Background: an optimization exercise with open tools, aiming at small area, a short achievable clock period and few clock cycles. Do not read the settings as production practice.
The RTL was checked by simulation tests, not by an equivalence proof against the original design.
Power is estimated from default activity; no workload was simulated.

run 1:
## rename_unit
module rename_unit (
   input  logic       clk,
   input  logic       reset_n,
   input  logic       in0_valid,
   input  logic       in0_rd_valid,
   input  logic [4:0] in0_rd,
   input  logic [4:0] in0_rs1,
   input  logic [4:0] in0_rs2,
   input  logic       in1_valid,
   input  logic       in1_rd_valid,
   input  logic [4:0] in1_rd,
   input  logic [4:0] in1_rs1,
   input  logic [4:0] in1_rs2,
   output logic       rename_ready,
   output logic [5:0] out0_prf_rs1,
   output logic [5:0] out0_prf_rs2,
   output logic [5:0] out0_prd,
   output logic [5:0] out0_prd_old,
   output logic [3:0] out0_rob_idx,
   output logic [5:0] out1_prf_rs1,
   output logic [5:0] out1_prf_rs2,
   output logic [5:0] out1_prd,
   output logic [5:0] out1_prd_old,
   output logic [3:0] out1_rob_idx,
   input  logic       complete_valid,
   input  logic [3:0] complete_idx,
   input  logic       mispredict_valid,
   input  logic [3:0] mispredict_idx,
   output logic       ret0_valid,
   output logic       ret0_wb,
   output logic [4:0] ret0_arf,
   output logic [5:0] ret0_prf,
   output logic [5:0] ret0_prf_old,
   output logic       ret1_valid,
   output logic       ret1_wb,
   output logic [4:0] ret1_arf,
   output logic [5:0] ret1_prf,
   output logic [5:0] ret1_prf_old
);
   logic [1:0]      alloc_req, in_valid, in_rd_valid;
   logic [1:0][4:0] in_rd, in_rs1, in_rs2;
   logic [1:0][5:0] alloc_prf, prd_old;
   logic [3:0][5:0] src_prf;
   logic [1:0][3:0] rob_idx;
   logic [1:0]      ret_valid, ret_wb;
   logic [1:0][4:0] ret_arf;
   logic [1:0][5:0] ret_prf, ret_prf_old;
   logic            rec;
   logic [1:0]      undo_en;
   logic [1:0][4:0] undo_arf;
   logic [1:0][5:0] undo_prf, undo_prf_old;
   assign in_valid    = {in1_valid, in0_valid};
   assign in_rd_valid = {in1_rd_valid, in0_rd_valid};
   assign in_rd       = {in1_rd, in0_rd};
   assign in_rs1      = {in1_rs1, in0_rs1};
   assign in_rs2      = {in1_rs2, in0_rs2};
   assign alloc_req = in_valid & in_rd_valid & {2{rename_ready && !mispredict_valid}};
  ...
clock: 10.0 ns
lec_check: 0
cap_margin: 20
core_margin: 2
core_utilization: 25
cts_cluster_diameter: 100
cts_cluster_size: 20
place_density: 0.35
setup_slack_margin: 4.5
slew_margin: 20
synth_hierarchical: 1
synth_minimum_keep_size: 0
tns_end_percent: 0
standard.sh (not shown) runs the stock make flow with config.mk's settings and CLKGATE_MAP_FILE= SYNTH_SCRIPT=/design/flow/synth_recipe.tcl, a recipe that flattens the netlist after the stock synthesis.
==> flow/flow/run.sh <==
#!/bin/bash
# The standard layout, except that the port buffers are plain buf_2
# cells instead of the delay cells buffer_ports picks by default.
set -euo pipefail
export BUFFER_PORTS_ARGS="-buffer_cell sky130_fd_sc_hd__buf_2"
bash standard.sh > standard_flow.log 2>&1
Testbench counts of run 1, summed over its fixed seeds: cycles 50,282.
Input changes introduced in run 2 (baseline for comparison: run 1):
- ABC_AREA: unset -> 1
Findings:
- Run 1: done, clean on timing, DRC and antenna
- The final layout from run 2, which completed every stage, passed the timing, design-rule and antenna checks at the end of the flow.
- Global-route usage (lower): run 1
- Xor-xnor portion of the synthesized cell area | run 2 below run 1
- [compare] base=run 1 new=run 2: internal portion of total power increased by about 1.6% relative to the old numbers, ratio of final minimum period to clock period fell by 2.8 points, switching power total up 19%, number of vias per cell after detailed routing went down about 11%.
- Instance area after placement went up by a few percent going from run 1 to run 2.
- Between run 2 and run 1, it is run 2 whose number of multi-input combinational cells is higher, by 1602.
#### Input delta (run 3 over run 2)
- swapping 4.5 for 4.8 in SETUP_SLACK_MARGIN
- clearing ABC_AREA, which used to be 1
## What came out
- Changes observed in run 3 relative to run 2: slew of the pin with the lowest slew margin grew by 0.037 ns, clock power held steady, wire length shrank by 32000 µm.
- Run 3 reports a lower die area than run 2 does.
- Taking run 2 as the reference, in run 3 number of tap cells inserted saw a decrease, number of non-filler instances in the completed layout decreased by 26% relative to the old numbers.
Input changes introduced in run 4 (baseline for comparison: run 3):
- changing SETUP_SLACK_MARGIN from 4.8 to 4.5
- removing CTS_CLUSTER_DIAMETER (formerly 100)
- setting ABC_AREA to 1 for the first time
- changing TNS_END_PERCENT from 0 to 5
- removing CTS_CLUSTER_SIZE (formerly 20)
- Per the comparison of run 4 with run 3, number of ordinary inverters in the final layout higher; met3 wirelength from detailed routing rose by about 20%; area of the placeable core rose by 0.0087 mm²; synthesized cell count climbed 2029.
- On net count of the mapped netlist, the higher figure sits with run 4, not run 3.
- Run 3 has a higher average wire length per cell after detail routing than run 4.
- Run 4 reached the final stage; the timing, design-rule and antenna checks on its layout passed.
- Run 3 completed every stage of the flow, and the final layout passed the timing, design-rule and antenna checks.
- Run 3 → run 4: sequential share of layout area -3.4 points; multi-input combinational cell count +1609; core utilization +1.6 points; data arrival time of the worst path -0.51 ns.

* * *

Setup of try-cedar:
rename_unit again, from the RTL that the note above started with.
Settings: LEC_CHECK=0, ABC_AREA=1, CAP_MARGIN=20, CORE_MARGIN=2, CORE_UTILIZATION=25, CTS_CLUSTER_DIAMETER=100, CTS_CLUSTER_SIZE=20, PLACE_DENSITY=0.35, SETUP_SLACK_MARGIN=4.9, SLEW_MARGIN=20, SYNTH_HIERARCHICAL=1, SYNTH_MINIMUM_KEEP_SIZE=0, TNS_END_PERCENT=5; clock period 10.0 ns.
Scripts as last shown in full above: flow/flow/run.sh
try-cedar completed every stage of the flow, and the final layout passed the timing, design-rule and antenna checks.
Testbench counts of try-cedar, summed over its fixed seeds: cycles 50,282.
## Diff of input files: try-maple against try-cedar
# try-cedar
export LEC_CHECK = 0
export ABC_AREA = 1
export CAP_MARGIN = 20
export CORE_MARGIN = 2
export CORE_UTILIZATION = 25
export CTS_CLUSTER_DIAMETER = 100
export CTS_CLUSTER_SIZE = 20
export PLACE_DENSITY = 0.35
export SETUP_SLACK_MARGIN = 4.9
export SLEW_MARGIN = 20
export SYNTH_HIERARCHICAL = 1
export SYNTH_MINIMUM_KEEP_SIZE = 0
export TNS_END_PERCENT = 5
create_clock -name core_clock -period 10.0 [get_ports {clk}]
# try-maple
export LEC_CHECK = 0
export ABC_AREA = 1
export CAP_MARGIN = 20
export CORE_MARGIN = 2
export CORE_UTILIZATION = 35
export CTS_CLUSTER_DIAMETER = 100
export CTS_CLUSTER_SIZE = 20
export PLACE_DENSITY = 0.45
export SETUP_SLACK_MARGIN = 4.5
export SLEW_MARGIN = 20
export SYNTH_HIERARCHICAL = 1
export SYNTH_MINIMUM_KEEP_SIZE = 0
export TNS_END_PERCENT = 5
create_clock -name core_clock -period 10.0 [get_ports {clk}]
Result: PASS for each of try-maple and try-cedar. Summary: with try-cedar as the reference, fmax in try-maple moved up slightly. Average wire length per cell after detail routing delta for try-maple relative to try-cedar: 0.51% lower. The run with more setup slack is try-maple; try-cedar has less. Looking at critical path depth across try-maple and try-cedar, the one that comes out higher is try-maple. Measured against try-maple, the die boundary height of try-cedar comes out at 1.18 times the reference value. Overall power consumption: try-maple < try-cedar. Of try-maple and try-cedar, the lower number of antenna violations at the first check in global routing belongs to try-cedar. try-maple ends up with lower number of cells in the finished layout apart from fillers than try-cedar does. try-cedar reports its cell type of the slowest stage on the worst timing path as sky130_fd_sc_hd__nor2_2 while try-maple reports sky130_fd_sc_hd__nor2_4. Re proportion of cell area occupied by registers: try-maple is 1.8 points up on try-cedar. try-maple vs try-cedar: power of the combinational group down by a little under 10%. Higher share of the core filled with cells in the final layout among try-maple and try-cedar: try-maple.
--- input diff try-maple..try-harbor ---
# try-maple
export LEC_CHECK = 0
export ABC_AREA = 1
export CAP_MARGIN = 20
export CORE_MARGIN = 2
export CORE_UTILIZATION = 35
export CTS_CLUSTER_DIAMETER = 100
export CTS_CLUSTER_SIZE = 20
export PLACE_DENSITY = 0.45
export SETUP_SLACK_MARGIN = 4.5
export SLEW_MARGIN = 20
export SYNTH_HIERARCHICAL = 1
export SYNTH_MINIMUM_KEEP_SIZE = 0
export TNS_END_PERCENT = 5
create_clock -name core_clock -period 10.0 [get_ports {clk}]
# try-harbor
export LEC_CHECK = 0
export ABC_AREA = 1
export CAP_MARGIN = 20
export CORE_MARGIN = 2
export CORE_UTILIZATION = 25
export CTS_CLUSTER_DIAMETER = 100
export CTS_CLUSTER_SIZE = 20
export PLACE_DENSITY = 0.35
export SETUP_SLACK_MARGIN = 4.5
export SLEW_MARGIN = 20
export SYNTH_HIERARCHICAL = 1
export SYNTH_MINIMUM_KEEP_SIZE = 0
export TNS_END_PERCENT = 5
create_clock -name core_clock -period 10.0 [get_ports {clk}]
- sky130_fd_sc_hd__nor2_4 as the slowest cell on the critical path was reported by try-maple, and sky130_fd_sc_hd__nor2_1 by try-harbor.
- Compared to try-maple, try-harbor was floorplanned on a bigger die.
- Switching share of power, try-harbor and try-maple: lower on try-maple
- Against try-maple as the reference, try-harbor delivers a higher clock skew.
- Compared with try-maple, in try-harbor count of inserted tapcells picked up an extra about 37%; net count of the finished layout higher; fmax saw little to no change; final worst setup slack has increased.
The inputs of try-garnet differ from those of try-harbor as listed below.
# try-harbor
export LEC_CHECK = 0
export ABC_AREA = 1
export CAP_MARGIN = 20
export CORE_MARGIN = 2
export CORE_UTILIZATION = 25
export CTS_CLUSTER_DIAMETER = 100
export CTS_CLUSTER_SIZE = 20
export PLACE_DENSITY = 0.35
export SETUP_SLACK_MARGIN = 4.5
export SLEW_MARGIN = 20
export SYNTH_HIERARCHICAL = 1
export SYNTH_MINIMUM_KEEP_SIZE = 0
export TNS_END_PERCENT = 5
create_clock -name core_clock -period 10.0 [get_ports {clk}]
# try-garnet
export LEC_CHECK = 0
export ABC_AREA = 1
export CAP_MARGIN = 20
export CORE_MARGIN = 2
export CORE_UTILIZATION = 25
export PLACE_DENSITY = 0.35
export SETUP_SLACK_MARGIN = 4.5
export SLEW_MARGIN = 20
export SYNTH_HIERARCHICAL = 1
export SYNTH_MINIMUM_KEEP_SIZE = 0
export TNS_END_PERCENT = 5
create_clock -name core_clock -period 10.0 [get_ports {clk}]
==> flow/run.sh (new file) <==
#!/bin/bash
# synth_recipe.tcl (not shown) runs the flow's synth.tcl, then flattens the netlist and writes it again
# the make line also repeats each setting of config.mk as NAME=value (left out here)
make -C /OpenROAD-flow-scripts/flow DESIGN_CONFIG=/design/flow/config.mk WORK_HOME=/design/flow/orfs CLKGATE_MAP_FILE= SYNTH_SCRIPT=/design/flow/synth_recipe.tcl finish
removed: flow/flow/run.sh
removed: flow/standard.sh
==> comparison <==
- The run showing the greater end-of-flow core utilization is try-garnet.
- Cells: try-garnet has more instances than try-harbor
- Taking try-harbor as the reference, in try-garnet die area stayed essentially flat, count of cell types in the netlist stayed essentially flat, detailed-route vias per instance rose by about 1.3%, synthesized netlist cell count stayed essentially flat.
- Max number of global-route vias before repair across try-harbor and try-garnet: try-garnet
- Relative contribution of the clock network to total power (try-garnet over try-harbor): increase, 7.5 points
- The iteration count of the initial detailed-routing pass reported for try-garnet is greater than that of try-harbor by 1.
- try-garnet vs try-harbor on routed wire length: try-garnet is the higher one.
What try-delta does differently from try-garnet at the input level:
# try-garnet
export LEC_CHECK = 0
export ABC_AREA = 1
export CAP_MARGIN = 20
export CORE_MARGIN = 2
export CORE_UTILIZATION = 25
export PLACE_DENSITY = 0.35
export SETUP_SLACK_MARGIN = 4.5
export SLEW_MARGIN = 20
export SYNTH_HIERARCHICAL = 1
export SYNTH_MINIMUM_KEEP_SIZE = 0
export TNS_END_PERCENT = 5
create_clock -name core_clock -period 10.0 [get_ports {clk}]
# try-delta
export LEC_CHECK = 0
export CAP_MARGIN = 20
export CORE_MARGIN = 2
export CORE_UTILIZATION = 35
export CTS_CLUSTER_DIAMETER = 100
export CTS_CLUSTER_SIZE = 20
export PLACE_DENSITY = 0.45
export SETUP_SLACK_MARGIN = 4.5
export SLEW_MARGIN = 20
export SYNTH_HIERARCHICAL = 1
export SYNTH_MINIMUM_KEEP_SIZE = 0
export TNS_END_PERCENT = 0
create_clock -name core_clock -period 10.0 [get_ports {clk}]
==> flow/flow/run.sh (new file) <==
#!/bin/bash
# The standard layout, except that the port buffers are plain buf_2
# cells instead of the delay cells buffer_ports picks by default.
set -euo pipefail
export BUFFER_PORTS_ARGS="-buffer_cell sky130_fd_sc_hd__buf_2"
bash standard.sh > standard_flow.log 2>&1
==> flow/standard.sh (new file) <==
#!/bin/bash
# synth_recipe.tcl (not shown) runs the flow's synth.tcl, then flattens the netlist and writes it again
# the make line also repeats each setting of config.mk as NAME=value (left out here)
make -C /OpenROAD-flow-scripts/flow DESIGN_CONFIG=/design/flow/config.mk WORK_HOME=/design/flow/orfs CLKGATE_MAP_FILE= SYNTH_SCRIPT=/design/flow/synth_recipe.tcl "${@:-finish}"
removed: flow/run.sh
### Flow results
The fraction of area in registers in try-delta sits 5.4 points above the value recorded for try-garnet.
Comparing worst voltage drop across the vdd grid for try-delta and try-garnet, the bigger number came from try-garnet.
NOTE: post-route cell area in try-delta falls short of that of try-garnet
Setup slack: try-delta less than try-garnet

* * *

Another version of the RTL of rename_unit (not shown whole).
Size: about 6,200 cells after synthesis, about 42,000 um2 of cells after synthesis.
export LEC_CHECK = 0
export ABC_AREA = 1
export CAP_MARGIN = 20
export CORE_MARGIN = 2
export CORE_UTILIZATION = 25
export PLACE_DENSITY = 0.35
export SETUP_SLACK_MARGIN = 4
export SLEW_MARGIN = 20
create_clock -name core_clock -period 10.0 [get_ports {clk}]
run.sh (not shown) runs the stock make flow with config.mk's settings and CLKGATE_MAP_FILE= SYNTH_SCRIPT=/design/flow/synth_recipe.tcl, a recipe that flattens the netlist after the stock synthesis.
Stock flow here: none of the scripts above is used.
Testbench counts at the start, summed over its fixed seeds: cycles 50,279.
Change:
TNS_END_PERCENT = 5   (was default)
After rerunning: Global-route usage barely changes. Count of clock-buffer cells in the layout does not change. Worst setup slack gains 0.014 ns. Die area stays the same. Routed wire length is about the same.

* * *

Another version of the RTL of rename_unit (not shown whole).
Size: roughly 4300 cells after synthesis, ~630 flip-flops, roughly 140 I/O pins, about 40000 um2 of cells after synthesis.
==> flow/config.mk <==
export PLATFORM = sky130hd
export DESIGN_NAME = rename_unit
export DESIGN_NICKNAME = rename_unit
export VERILOG_FILES = /design/flow/design.v
export SDC_FILE = /design/flow/constraint.sdc
export NUM_CORES = 4
export LEC_CHECK = 0
export CAP_MARGIN = 20
export CORE_MARGIN = 2
export CORE_UTILIZATION = 35
export CTS_CLUSTER_DIAMETER = 100
export CTS_CLUSTER_SIZE = 20
export PLACE_DENSITY = 0.45
export SETUP_SLACK_MARGIN = 4.2
export SLEW_MARGIN = 20
export SYNTH_HIERARCHICAL = 1
export SYNTH_MINIMUM_KEEP_SIZE = 0
export TNS_END_PERCENT = 0
==> flow/constraint.sdc <==
create_clock -name core_clock -period 10.0 [get_ports {clk}]
set_input_delay 2.0000 -clock core_clock [delete_from_list [all_inputs] [get_ports {clk}]]
set_output_delay 2.0000 -clock core_clock [all_outputs]
set_load 0.01 [all_outputs]
standard.sh (not shown) runs the stock make flow with config.mk's settings and CLKGATE_MAP_FILE= SYNTH_SCRIPT=/design/flow/synth_recipe.tcl, a recipe that flattens the netlist after the stock synthesis.
==> flow/flow/run.sh <==
#!/bin/bash
# The standard layout, except that the port buffers are plain buf_2
# cells instead of the delay cells buffer_ports picks by default.
set -euo pipefail
export BUFFER_PORTS_ARGS="-buffer_cell sky130_fd_sc_hd__buf_2"
bash standard.sh > standard_flow.log 2>&1
Testbench counts at the start, summed over its fixed seeds: cycles 50,282.
Rerun with:
- CORE_UTILIZATION: 35 -> 45
- PLACE_DENSITY: 0.45 -> 0.55
- SETUP_SLACK_MARGIN: 4.2 -> 4.5
After rerunning: Hold slack degrades by 0.0070 ns. Non-clock buffer count is lower by 17. Wire length is lower by 4.4%.
Rerun with:
- CORE_UTILIZATION: 45 -> 35
- PLACE_DENSITY: 0.55 -> 0.45
What happened: The changed run ran to the end with no violations; sequential power is about the same; critical path depth stays the same; final cell count climbs by 6.8%; via count drops by 0.71%.

## port drivers added, routing unchanged
The flow's constraints put no driver on any port. The routed layouts listed below were extracted and timed again, unchanged, in two steps.
Step 1 sets driving cells, clkbuf_16 on the clock port and buf_2 on the other inputs (assumed; they add their load-dependent delay and slew).
Step 2 adds t to the input delays and takes it off the output delays; t is the mean of the earliest and latest rising clock arrival at the registers after step 1. Input paths then give back, and output paths get back, about the clock's delay inside the block.
Three values: ideal ports, drivers, drivers and shift; two values: the first two.
run | t, ns | slack for setup (ns) | slew at the worst register clock pin (ns) | pins driven straight from the clock port
run 1 | 0.734 | 4.013 / 3.948 / 3.948 | 0.10 / 0.10 | 1
run 2 | 0.750 | 4.294 / 4.249 / 4.249 | 0.10 / 0.10 | 1
run 3 | 0.759 | 3.798 / 3.730 / 3.730 | 0.10 / 0.10 | 1
run 4 | 0.778 | 4.313 / 4.278 / 4.278 | 0.07 / 0.07 | 1
try-cedar | 0.734 | 4.259 / 4.211 / 4.211 | 0.11 / 0.11 | 1
try-maple | 0.732 | 4.290 / 4.162 / 4.162 | 0.10 / 0.10 | 1
try-harbor | 0.750 | 4.298 / 4.245 / 4.245 | 0.10 / 0.10 | 1
try-garnet | 0.782 | 4.328 / 4.248 / 4.089 | 0.07 / 0.07 | 1
try-delta | 0.742 | 3.963 / 3.917 / 3.917 | 0.09 / 0.09 | 1
the first run of note 3 | 0.803 | 3.786 / 3.762 / 3.552 | 0.06 / 0.06 | 1
the second run of note 3 | 0.807 | 3.800 / 3.681 / 3.604 | 0.07 / 0.07 | 1
the first run of note 4 | 0.738 | 3.994 / 3.969 / 3.865 | 0.09 / 0.09 | 1
the second run of note 4 | 0.705 | 4.097 / 4.037 / 4.037 | 0.09 / 0.09 | 1
the third run of note 4 | 0.733 | 4.145 / 4.077 / 3.847 | 0.10 / 0.10 | 1
After both steps setup and hold are still met in every run listed. The setup slack of the third run of note 4, which loses most, moves by -0.068 ns with the drivers and by -0.298 ns with both steps.
